From an optimization exercise on the open Yosys and OpenROAD flow, aimed at small area; shortcuts taken in it are not production practice.
At most, simulation tests tie the RTL to the original design; equivalence was not proved.
Power and IR drop assume default switching activity.

==> run a: inputs <==
Design fract_resampler, start of the top module:
module fract_resampler #(
    parameter int WIDTH   = 16,
    parameter int PHASE_W = 12,
    parameter int SR_BASE = 192
) (
    input  logic                 i_clk,
    input  logic                 i_rst_n,
    input  logic                 i_clear,
    input  logic [WIDTH-1:0]     i_din_i,
    input  logic [WIDTH-1:0]     i_din_q,
    input  logic                 i_din_vld,
    output logic                 o_rdy,
    output logic [2*WIDTH-1:0]   o_tdata,
    output logic                 o_tvalid,
    input  logic                 i_rdy,
    input  logic                 i_set_stb,
    input  logic [7:0]           i_set_addr,
    input  logic [31:0]          i_set_data,
    output logic [31:0]          o_out_cnt
);
    localparam logic [PHASE_W:0] STEP_ONE = {1'b1, {PHASE_W{1'b0}}};
    localparam int SUM_W = WIDTH + PHASE_W;    
    localparam int NROW  = PHASE_W / 2;        
  ...
export LEC_CHECK = 0
export ABC_AREA = 1
export ABC_CLOCK_PERIOD_IN_PS = 9500
export CAP_MARGIN = 20
export CORE_MARGIN = 2
export CORE_UTILIZATION = 40
export SLEW_MARGIN = 20
create_clock -name core_clock -period 9.5 [get_ports {i_clk}]
standard.sh (not shown) runs the stock make flow with config.mk's settings and CLKGATE_MAP_FILE= SYNTH_SCRIPT=/design/flow/synth_recipe.tcl, a recipe that flattens the netlist after the stock synthesis.
==> flow/flow/run.sh <==
#!/bin/bash
# Layout flow: the standard flow (standard.sh) with three changes:
#  - synthesis maps with flow/abc_area.script, an area-oriented ABC script (a copy of ORFS's
#    scripts folder with only that file replaced; registers are untouched by ABC);
#  - port buffers use the smallest buffer cell, sky130_fd_sc_hd__buf_1;
#  - clock tree synthesis uses clkbuf_8 buffers and inserts no dummy loads.
# Each make run's full output goes to its own log here; ORFS keeps per-step logs in orfs/logs/.
set -euo pipefail
rm -rf scripts_abc
cp -r "$FLOW_HOME/scripts" scripts_abc
cp flow/abc_area.script scripts_abc/abc_area.script
bash standard.sh "SCRIPTS_DIR=$PWD/scripts_abc" "SYNTH_ARGS=-noabc" synth > synth_make.log 2>&1
bash standard.sh "BUFFER_PORTS_ARGS=-buffer_cell sky130_fd_sc_hd__buf_1" \
  "CTS_ARGS=-sink_clustering_enable -repair_clock_nets -dont_use_dummy_load -buf_list sky130_fd_sc_hd__clkbuf_8" \
  finish > flow_make.log 2>&1
==> flow/flow/abc_area.script <==
&get -n
&st
&dch
&nf -R 1000
&put
topo
stime -c
==> run b (differences from run a) <==
--- a/flow/design.v
+++ b/flow/design.v
@@ -23,16 +23,16 @@
     localparam int NROW  = PHASE_W / 2;        
     localparam int ROW_W = WIDTH + 2;
     localparam logic [1:0] P_FILL0 = 2'b00;
     localparam logic [1:0] P_FILL1 = 2'b01;
     localparam logic [1:0] P_LOAD  = 2'b10;
+    localparam logic [1:0] P_CALC  = 2'b11;
     localparam logic [SUM_W-1:0] SUM_K = SUM_W'(3 << (PHASE_W - 1))
         - SUM_W'(((1 << (2 * NROW)) - 1) / 3 * (1 << (ROW_W - 1)));
     logic [1:0] rst_sync;
     logic       rst_int_n;
     logic [1:0]                 ph;
-    logic                       calc;
     logic                       bypass;
     logic                       out_vld;
     logic [PHASE_W:0]           step;
     logic [PHASE_W:0]           step_new;
     logic [PHASE_W-1:0]         mu;
@@ -62,11 +62,11 @@
         end else begin
             rst_sync <= {rst_sync[0], 1'b1};
         end
     end
     assign rst_int_n = rst_sync[1];
-    assign o_rdy    = bypass ? (!out_vld || i_rdy) : !(out_vld || calc);
+    assign o_rdy    = bypass ? (!out_vld || i_rdy) : (!out_vld && (ph != P_CALC));
     assign in_xfer  = i_din_vld && o_rdy;
     assign out_xfer = out_vld && i_rdy;
     assign step_wr  = i_set_stb && (i_set_addr == 8'(SR_BASE));
     assign mode_wr  = i_set_stb && (i_set_addr == 8'(SR_BASE + 1));
     assign byp_next = mode_wr ? i_set_data[0] : bypass;
@@ -106,11 +106,11 @@
         end
     endfunction
     assign mu_sum = add_ripple(mu, step);
     assign dn_i = sub_ripple({i_din_i[WIDTH-1], i_din_i}, {nx1_i[WIDTH-1], nx1_i});
     assign dn_q = sub_ripple({i_din_q[WIDTH-1], i_din_q}, {nx1_q[WIDTH-1], nx1_q});
-    assign sel_i = calc;
+    assign sel_i = !out_vld && (ph == P_CALC);
     assign base  = ~(sel_i ? nx1_i : nx1_q);
     assign dsel  = sel_i ? d_i : d_q;
     assign mu_x  = {1'b0, mu, 1'b0};
     assign neg_top = !mu[PHASE_W-1] && !bypass;
     logic b_one1, b_two2, b_neg3, pp4, pp5, pp6, pp7, pp8, pp9, pp10, pp11, pp12, pp13, pp14, pp15, pp16, pp17, pp18, pp19, pp20, pp21, b_one22, b_two23, b_neg24, pp25, pp26, pp27, pp28, pp29, pp30, pp31, pp32, pp33, pp34, pp35, pp36, pp37, pp38, pp39, pp40, pp41, pp42, b_one43, b_two44, b_neg45, pp46, pp47, pp48, pp49, pp50, pp51, pp52, pp53, pp54, pp55, pp56, pp57, pp58, pp59, pp60, pp61, pp62, pp63, b_one64, b_two65, b_neg66, pp67, pp68, pp69, pp70, pp71, pp72, pp73, pp74, pp75, pp76, pp77, pp78, pp79, pp80, pp81, pp82, pp83, pp84, b_one85, b_two86, b_neg87, pp88, pp89, pp90, pp91, pp92, pp93, pp94, pp95, pp96, pp97, pp98, pp99, pp100, pp101, pp102, pp103, pp104, pp105, b_one106, b_two107, b_neg108, pp109, pp110, pp111, pp112, pp113, pp114, pp115, pp116, pp117, pp118, pp119, pp120, pp121, pp122, pp123, pp124, pp125, pp126, pl127, pl128, pl129, pl130, pl131, pl132, pl133, pl134, pl135, pl136, pl137, pl138, pl139, pl140, pl141, pl142, s143, c144, s145, c146, s147, c148, s149, c150, s151, c152, s153, c154, s155, c156, s157, c158, s159, c160, s161, c162, s163, c164, s165, c166, s167, c168, s169, c170, s171, c172, s173, c174, s175, c176, s177, c178, s179, c180, s181, c182, s183, c184, s185, c186, s187, c188, s189, c190, s191, c192, s193, c194, s195, c196, s197, c198, s199, c200, s201, c202, s203, c204, s205, c206, s207, c208, s209, c210, s211, c212, s213, c214, s215, c216, s217, c218, s219, c220, s221, c222, s223, c224, s225, c226, s227, c228, s229, c230, s231, c232, s233, c234, s235, c236, s237, c238, s239, c240, s241, c242, s243, c244, s245, c246, s247, c248, s249, c250, s251, c252, s253, c254, s255, c256, s257, c258, s259, c260, s261, c262, s263, c264, s265, c266, s267, c268, s269, c270, s271, c272, s273, c274, s275, c276, s277, c278, s279, c280, s281, c282, s283, c284, s285, c286, s287, c288, s289, c290, s291, c292, s293, c294, s295, c296, s297, c298, s299, c300, s301, c302, s303, c304, s305, c306, s307, c308, s309, c310, s311, c312, s313, c314, s315, c316, s317, c318, s319, c320, s321, c322, s323, c324, s325, c326, s327, c328, s329, c330, s331, c332, s333, c334, s335, c336, s337, c338, s339, c340, s341, c342, s343, c344, s345, c346, s347, c348, s349, c350, s351, c352, s353, c354, s355, c356, s357, c358, s359, c360, s361, c362, s363, c364, s365, c366, rc367, rc368, rc369, rc370, rc371, rc372, rc373, rc374, rc375, rc376, rc377, rc378, g379, p380, g381, p382, g383, p384, g385, p386, g387, p388, g389, p390, g391, p392, g393, p394, g395, p396, g397, p398, g399, p400, g401, p402, g403, p404, g405, p406, g407, p408, g409, p410, G411, P412, G413, P414, G415, P416, G417, P418, G419, P420, G421, P422, G423, P424, G425, P426, G427, P428, G429, P430, G431, P432, G433, P434, G435, P436, G437, P438, G439, P440, G441, P442, G443, P444, G445, P446, G447, P448, G449, P450, G451, P452, G453, P454, G455, P456, G457, P458, G459, P460, G461, P462, G463, P464;
@@ -610,20 +610,19 @@
         end else if (bypass && in_xfer) begin
             y_i <= i_din_i;
         end
     end
     always_ff @(posedge i_clk) begin
-        if (do_clr || (!bypass && (ph == P_FILL1) && in_xfer)) begin
+        if (do_clr || (!bypass && !out_vld && (ph == P_FILL1) && in_xfer)) begin
             mu <= '0;
         end else if (!bypass && out_xfer) begin
             mu <= mu_sum[PHASE_W-1:0];
         end
     end
     always_ff @(posedge i_clk or negedge rst_int_n) begin
         if (!rst_int_n) begin
             ph       <= P_FILL0;
-            calc     <= 1'b0;
             bypass   <= 1'b0;
             step     <= STEP_ONE;
             out_vld  <= 1'b0;
             out_cnt  <= '0;
         end else begin
@@ -638,35 +637,28 @@
             end else if (out_xfer) begin
                 out_cnt <= inc_ripple(out_cnt);
             end
             if (do_clr) begin
                 ph      <= P_FILL0;
-                calc    <= 1'b0;
                 out_vld <= 1'b0;
             end else if (bypass) begin
                 if (in_xfer) begin
                     out_vld <= 1'b1;
                 end else if (out_xfer) begin
                     out_vld <= 1'b0;
                 end
             end else if (out_vld) begin
                 if (i_rdy) begin
                     out_vld <= 1'b0;
-                    if (mu_sum[PHASE_W]) begin
-                        ph <= P_LOAD;
-                    end else begin
-                        calc <= 1'b1;
-                    end
-                end
-            end else if (calc) begin
-                calc    <= 1'b0;
-                out_vld <= 1'b1;
-            end else if (in_xfer) begin
-                if (ph == P_FILL0) begin
-                    ph <= P_FILL1;
-                end else begin
-                    calc <= 1'b1;
+                    ph      <= mu_sum[PHASE_W] ? P_LOAD : P_CALC;
                 end
+            end else begin
+                case (ph)
+                    P_FILL0: if (in_xfer) ph <= P_FILL1;
+                    P_FILL1: if (in_xfer) ph <= P_CALC;
+                    P_LOAD:  if (in_xfer) ph <= P_CALC;
+                    default: out_vld <= 1'b1;
+                endcase
             end
         end
     end
 endmodule
==> flow/flow/run.sh (replaced) <==
#!/bin/bash
set -euo pipefail
bash standard.sh "BUFFER_PORTS_ARGS=-buffer_cell sky130_fd_sc_hd__buf_1" "CTS_ARGS=-sink_clustering_enable -repair_clock_nets -dont_use_dummy_load -buf_list sky130_fd_sc_hd__clkbuf_8" finish > flow_make.log 2>&1
==> flow/config.mk (replaced) <==
export PLATFORM = sky130hd
export DESIGN_NAME = fract_resampler
export DESIGN_NICKNAME = fract_resampler
export VERILOG_FILES = /design/flow/design.v
export SDC_FILE = /design/flow/constraint.sdc
export NUM_CORES = 4
export LEC_CHECK = 0
export ABC_AREA = 1
export CAP_MARGIN = 20
export CORE_MARGIN = 2
export CORE_UTILIZATION = 65
export SLEW_MARGIN = 20
removed: flow/flow/abc_area.script
==> run c (differences from run a) <==
--- a/flow/design.v
+++ b/flow/design.v
@@ -23,16 +23,16 @@
     localparam int NROW  = PHASE_W / 2;        
     localparam int ROW_W = WIDTH + 2;
     localparam logic [1:0] P_FILL0 = 2'b00;
     localparam logic [1:0] P_FILL1 = 2'b01;
     localparam logic [1:0] P_LOAD  = 2'b10;
+    localparam logic [1:0] P_CALC  = 2'b11;
     localparam logic [SUM_W-1:0] SUM_K = SUM_W'(3 << (PHASE_W - 1))
         - SUM_W'(((1 << (2 * NROW)) - 1) / 3 * (1 << (ROW_W - 1)));
     logic [1:0] rst_sync;
     logic       rst_int_n;
     logic [1:0]                 ph;
-    logic                       calc;
     logic                       bypass;
     logic                       out_vld;
     logic [PHASE_W:0]           step;
     logic [PHASE_W:0]           step_new;
     logic [PHASE_W-1:0]         mu;
@@ -62,11 +62,11 @@
         end else begin
             rst_sync <= {rst_sync[0], 1'b1};
         end
     end
     assign rst_int_n = rst_sync[1];
-    assign o_rdy    = bypass ? (!out_vld || i_rdy) : !(out_vld || calc);
+    assign o_rdy    = bypass ? (!out_vld || i_rdy) : (!out_vld && (ph != P_CALC));
     assign in_xfer  = i_din_vld && o_rdy;
     assign out_xfer = out_vld && i_rdy;
     assign step_wr  = i_set_stb && (i_set_addr == 8'(SR_BASE));
     assign mode_wr  = i_set_stb && (i_set_addr == 8'(SR_BASE + 1));
     assign byp_next = mode_wr ? i_set_data[0] : bypass;
@@ -106,11 +106,11 @@
         end
     endfunction
     assign mu_sum = add_ripple(mu, step);
     assign dn_i = sub_ripple({i_din_i[WIDTH-1], i_din_i}, {nx1_i[WIDTH-1], nx1_i});
     assign dn_q = sub_ripple({i_din_q[WIDTH-1], i_din_q}, {nx1_q[WIDTH-1], nx1_q});
-    assign sel_i = calc;
+    assign sel_i = !out_vld && (ph == P_CALC);
     assign base  = ~(sel_i ? nx1_i : nx1_q);
     assign dsel  = sel_i ? d_i : d_q;
     assign mu_x  = {1'b0, mu, 1'b0};
     assign neg_top = !mu[PHASE_W-1] && !bypass;
     logic b_one1, b_two2, b_neg3, pp4, pp5, pp6, pp7, pp8, pp9, pp10, pp11, pp12, pp13, pp14, pp15, pp16, pp17, pp18, pp19, pp20, pp21, b_one22, b_two23, b_neg24, pp25, pp26, pp27, pp28, pp29, pp30, pp31, pp32, pp33, pp34, pp35, pp36, pp37, pp38, pp39, pp40, pp41, pp42, b_one43, b_two44, b_neg45, pp46, pp47, pp48, pp49, pp50, pp51, pp52, pp53, pp54, pp55, pp56, pp57, pp58, pp59, pp60, pp61, pp62, pp63, b_one64, b_two65, b_neg66, pp67, pp68, pp69, pp70, pp71, pp72, pp73, pp74, pp75, pp76, pp77, pp78, pp79, pp80, pp81, pp82, pp83, pp84, b_one85, b_two86, b_neg87, pp88, pp89, pp90, pp91, pp92, pp93, pp94, pp95, pp96, pp97, pp98, pp99, pp100, pp101, pp102, pp103, pp104, pp105, b_one106, b_two107, b_neg108, pp109, pp110, pp111, pp112, pp113, pp114, pp115, pp116, pp117, pp118, pp119, pp120, pp121, pp122, pp123, pp124, pp125, pp126, pl127, pl128, pl129, pl130, pl131, pl132, pl133, pl134, pl135, pl136, pl137, pl138, pl139, pl140, pl141, pl142, s143, c144, s145, c146, s147, c148, s149, c150, s151, c152, s153, c154, s155, c156, s157, c158, s159, c160, s161, c162, s163, c164, s165, c166, s167, c168, s169, c170, s171, c172, s173, c174, s175, c176, s177, c178, s179, c180, s181, c182, s183, c184, s185, c186, s187, c188, s189, c190, s191, c192, s193, c194, s195, c196, s197, c198, s199, c200, s201, c202, s203, c204, s205, c206, s207, c208, s209, c210, s211, c212, s213, c214, s215, c216, s217, c218, s219, c220, s221, c222, s223, c224, s225, c226, s227, c228, s229, c230, s231, c232, s233, c234, s235, c236, s237, c238, s239, c240, s241, c242, s243, c244, s245, c246, s247, c248, s249, c250, s251, c252, s253, c254, s255, c256, s257, c258, s259, c260, s261, c262, s263, c264, s265, c266, s267, c268, s269, c270, s271, c272, s273, c274, s275, c276, s277, c278, s279, c280, s281, c282, s283, c284, s285, c286, s287, c288, s289, c290, s291, c292, s293, c294, s295, c296, s297, c298, s299, c300, s301, c302, s303, c304, s305, c306, s307, c308, s309, c310, s311, c312, s313, c314, s315, c316, s317, c318, s319, c320, s321, c322, s323, c324, s325, c326, s327, c328, s329, c330, s331, c332, s333, c334, s335, c336, s337, c338, s339, c340, s341, c342, s343, c344, s345, c346, s347, c348, s349, c350, s351, c352, s353, c354, s355, c356, s357, c358, s359, c360, s361, c362, s363, c364, s365, c366, rc367, rc368, rc369, rc370, rc371, rc372, rc373, rc374, rc375, rc376, rc377, rc378, g379, p380, g381, p382, g383, p384, g385, p386, g387, p388, g389, p390, g391, p392, g393, p394, g395, p396, g397, p398, g399, p400, g401, p402, g403, p404, g405, p406, g407, p408, g409, p410, G411, P412, G413, P414, G415, P416, G417, P418, G419, P420, G421, P422, G423, P424, G425, P426, G427, P428, G429, P430, G431, P432, G433, P434, G435, P436, G437, P438, G439, P440, G441, P442, G443, P444, G445, P446, G447, P448, G449, P450, G451, P452, G453, P454, G455, P456, G457, P458, G459, P460, G461, P462, G463, P464;
@@ -610,20 +610,19 @@
         end else if (bypass && in_xfer) begin
             y_i <= i_din_i;
         end
     end
     always_ff @(posedge i_clk) begin
-        if (do_clr || (!bypass && (ph == P_FILL1) && in_xfer)) begin
+        if (do_clr || (!bypass && !out_vld && (ph == P_FILL1) && in_xfer)) begin
             mu <= '0;
         end else if (!bypass && out_xfer) begin
             mu <= mu_sum[PHASE_W-1:0];
         end
     end
     always_ff @(posedge i_clk or negedge rst_int_n) begin
         if (!rst_int_n) begin
             ph       <= P_FILL0;
-            calc     <= 1'b0;
             bypass   <= 1'b0;
             step     <= STEP_ONE;
             out_vld  <= 1'b0;
             out_cnt  <= '0;
         end else begin
@@ -638,35 +637,28 @@
             end else if (out_xfer) begin
                 out_cnt <= inc_ripple(out_cnt);
             end
             if (do_clr) begin
                 ph      <= P_FILL0;
-                calc    <= 1'b0;
                 out_vld <= 1'b0;
             end else if (bypass) begin
                 if (in_xfer) begin
                     out_vld <= 1'b1;
                 end else if (out_xfer) begin
                     out_vld <= 1'b0;
                 end
             end else if (out_vld) begin
                 if (i_rdy) begin
                     out_vld <= 1'b0;
-                    if (mu_sum[PHASE_W]) begin
-                        ph <= P_LOAD;
-                    end else begin
-                        calc <= 1'b1;
-                    end
-                end
-            end else if (calc) begin
-                calc    <= 1'b0;
-                out_vld <= 1'b1;
-            end else if (in_xfer) begin
-                if (ph == P_FILL0) begin
-                    ph <= P_FILL1;
-                end else begin
-                    calc <= 1'b1;
+                    ph      <= mu_sum[PHASE_W] ? P_LOAD : P_CALC;
                 end
+            end else begin
+                case (ph)
+                    P_FILL0: if (in_xfer) ph <= P_FILL1;
+                    P_FILL1: if (in_xfer) ph <= P_CALC;
+                    P_LOAD:  if (in_xfer) ph <= P_CALC;
+                    default: out_vld <= 1'b1;
+                endcase
             end
         end
     end
 endmodule
==> flow/flow/run.sh (replaced) <==
#!/bin/bash
set -euo pipefail
bash standard.sh "BUFFER_PORTS_ARGS=-buffer_cell sky130_fd_sc_hd__buf_1" "CTS_ARGS=-sink_clustering_enable -repair_clock_nets -dont_use_dummy_load -sink_clustering_size 8 -buf_list {sky130_fd_sc_hd__clkbuf_4 sky130_fd_sc_hd__clkbuf_8}" finish > flow_make.log 2>&1
==> flow/config.mk (replaced) <==
export PLATFORM = sky130hd
export DESIGN_NAME = fract_resampler
export DESIGN_NICKNAME = fract_resampler
export VERILOG_FILES = /design/flow/design.v
export SDC_FILE = /design/flow/constraint.sdc
export NUM_CORES = 4
export LEC_CHECK = 0
export ABC_AREA = 1
export CAP_MARGIN = 20
export CORE_MARGIN = 2
export CORE_UTILIZATION = 40
export SLEW_MARGIN = 20
removed: flow/flow/abc_area.script
==> qor summary <==
quantity	run a	run c	run b
Run status	finished clean	finished clean	finished clean
Synth-to-layout area growth	13.6%	10.3%	8.33%
Total via count in the routed design	8330	9105	9164
Portion of netlist area occupied by mux cells	3.06%	1.06%	1.06%
Standby leakage power	0.00605 µW	0.00592 µW	0.00590 µW
Reported clock group power	379 µW	369 µW	364 µW
Total number of clock tree sinks	146	145	145
Net count after synthesis	1305	1537	1537
Part of the Yosys area used for sequential elements	34.6%	32.6%	32.6%
Pwr per Cell Area	273 mW/mm²	203 mW/mm²	205 mW/mm²
Sequential cell area in the final layout	0.00401 mm²	0.00398 mm²	0.00398 mm²
Placer congestion estimate	0.813	0.906	0.991
Capturing point of the worst reg2reg path	d_i[15]$_DFFE_PP_	d_i[15]$_DFFE_PP_	d_q[15]$_DFFE_PP_
Only the layout flow was run in run b and run c; the RTL was not checked for function there.

[static timing again, ports no longer ideal]
The flow's constraints put no driver on any port. The routed layouts listed below were extracted and timed again, unchanged, in two steps. Step 1: set_driving_cell puts a clkbuf_16 on i_clk and a buf_2 on each other input, an assumption about the parent block. Step 2 times the ports against the registers' clock, not the clock port: input delays grow and output delays shrink by t, the midpoint of the rising clock arrivals with the driver on. Slacks: no drivers / after step 1 / after step 2; pairs: no drivers / after step 1.
run	shift t [ns]	setup WS [ns]	worst hold slack (ns)	latest minus earliest clock arrival (ns)
run a	0.493	0.511 / 0.464 / 0.785	0.344 / 0.344 / 0.344	0.053 / 0.053
run b	0.496	0.551 / 0.511 / 0.850	0.365 / 0.365 / 0.365	0.044 / 0.044
run c	0.489	0.504 / 0.459 / 0.901	0.118 / 0.118 / 0.118	0.044 / 0.044
After both steps every run listed still meets setup and hold.
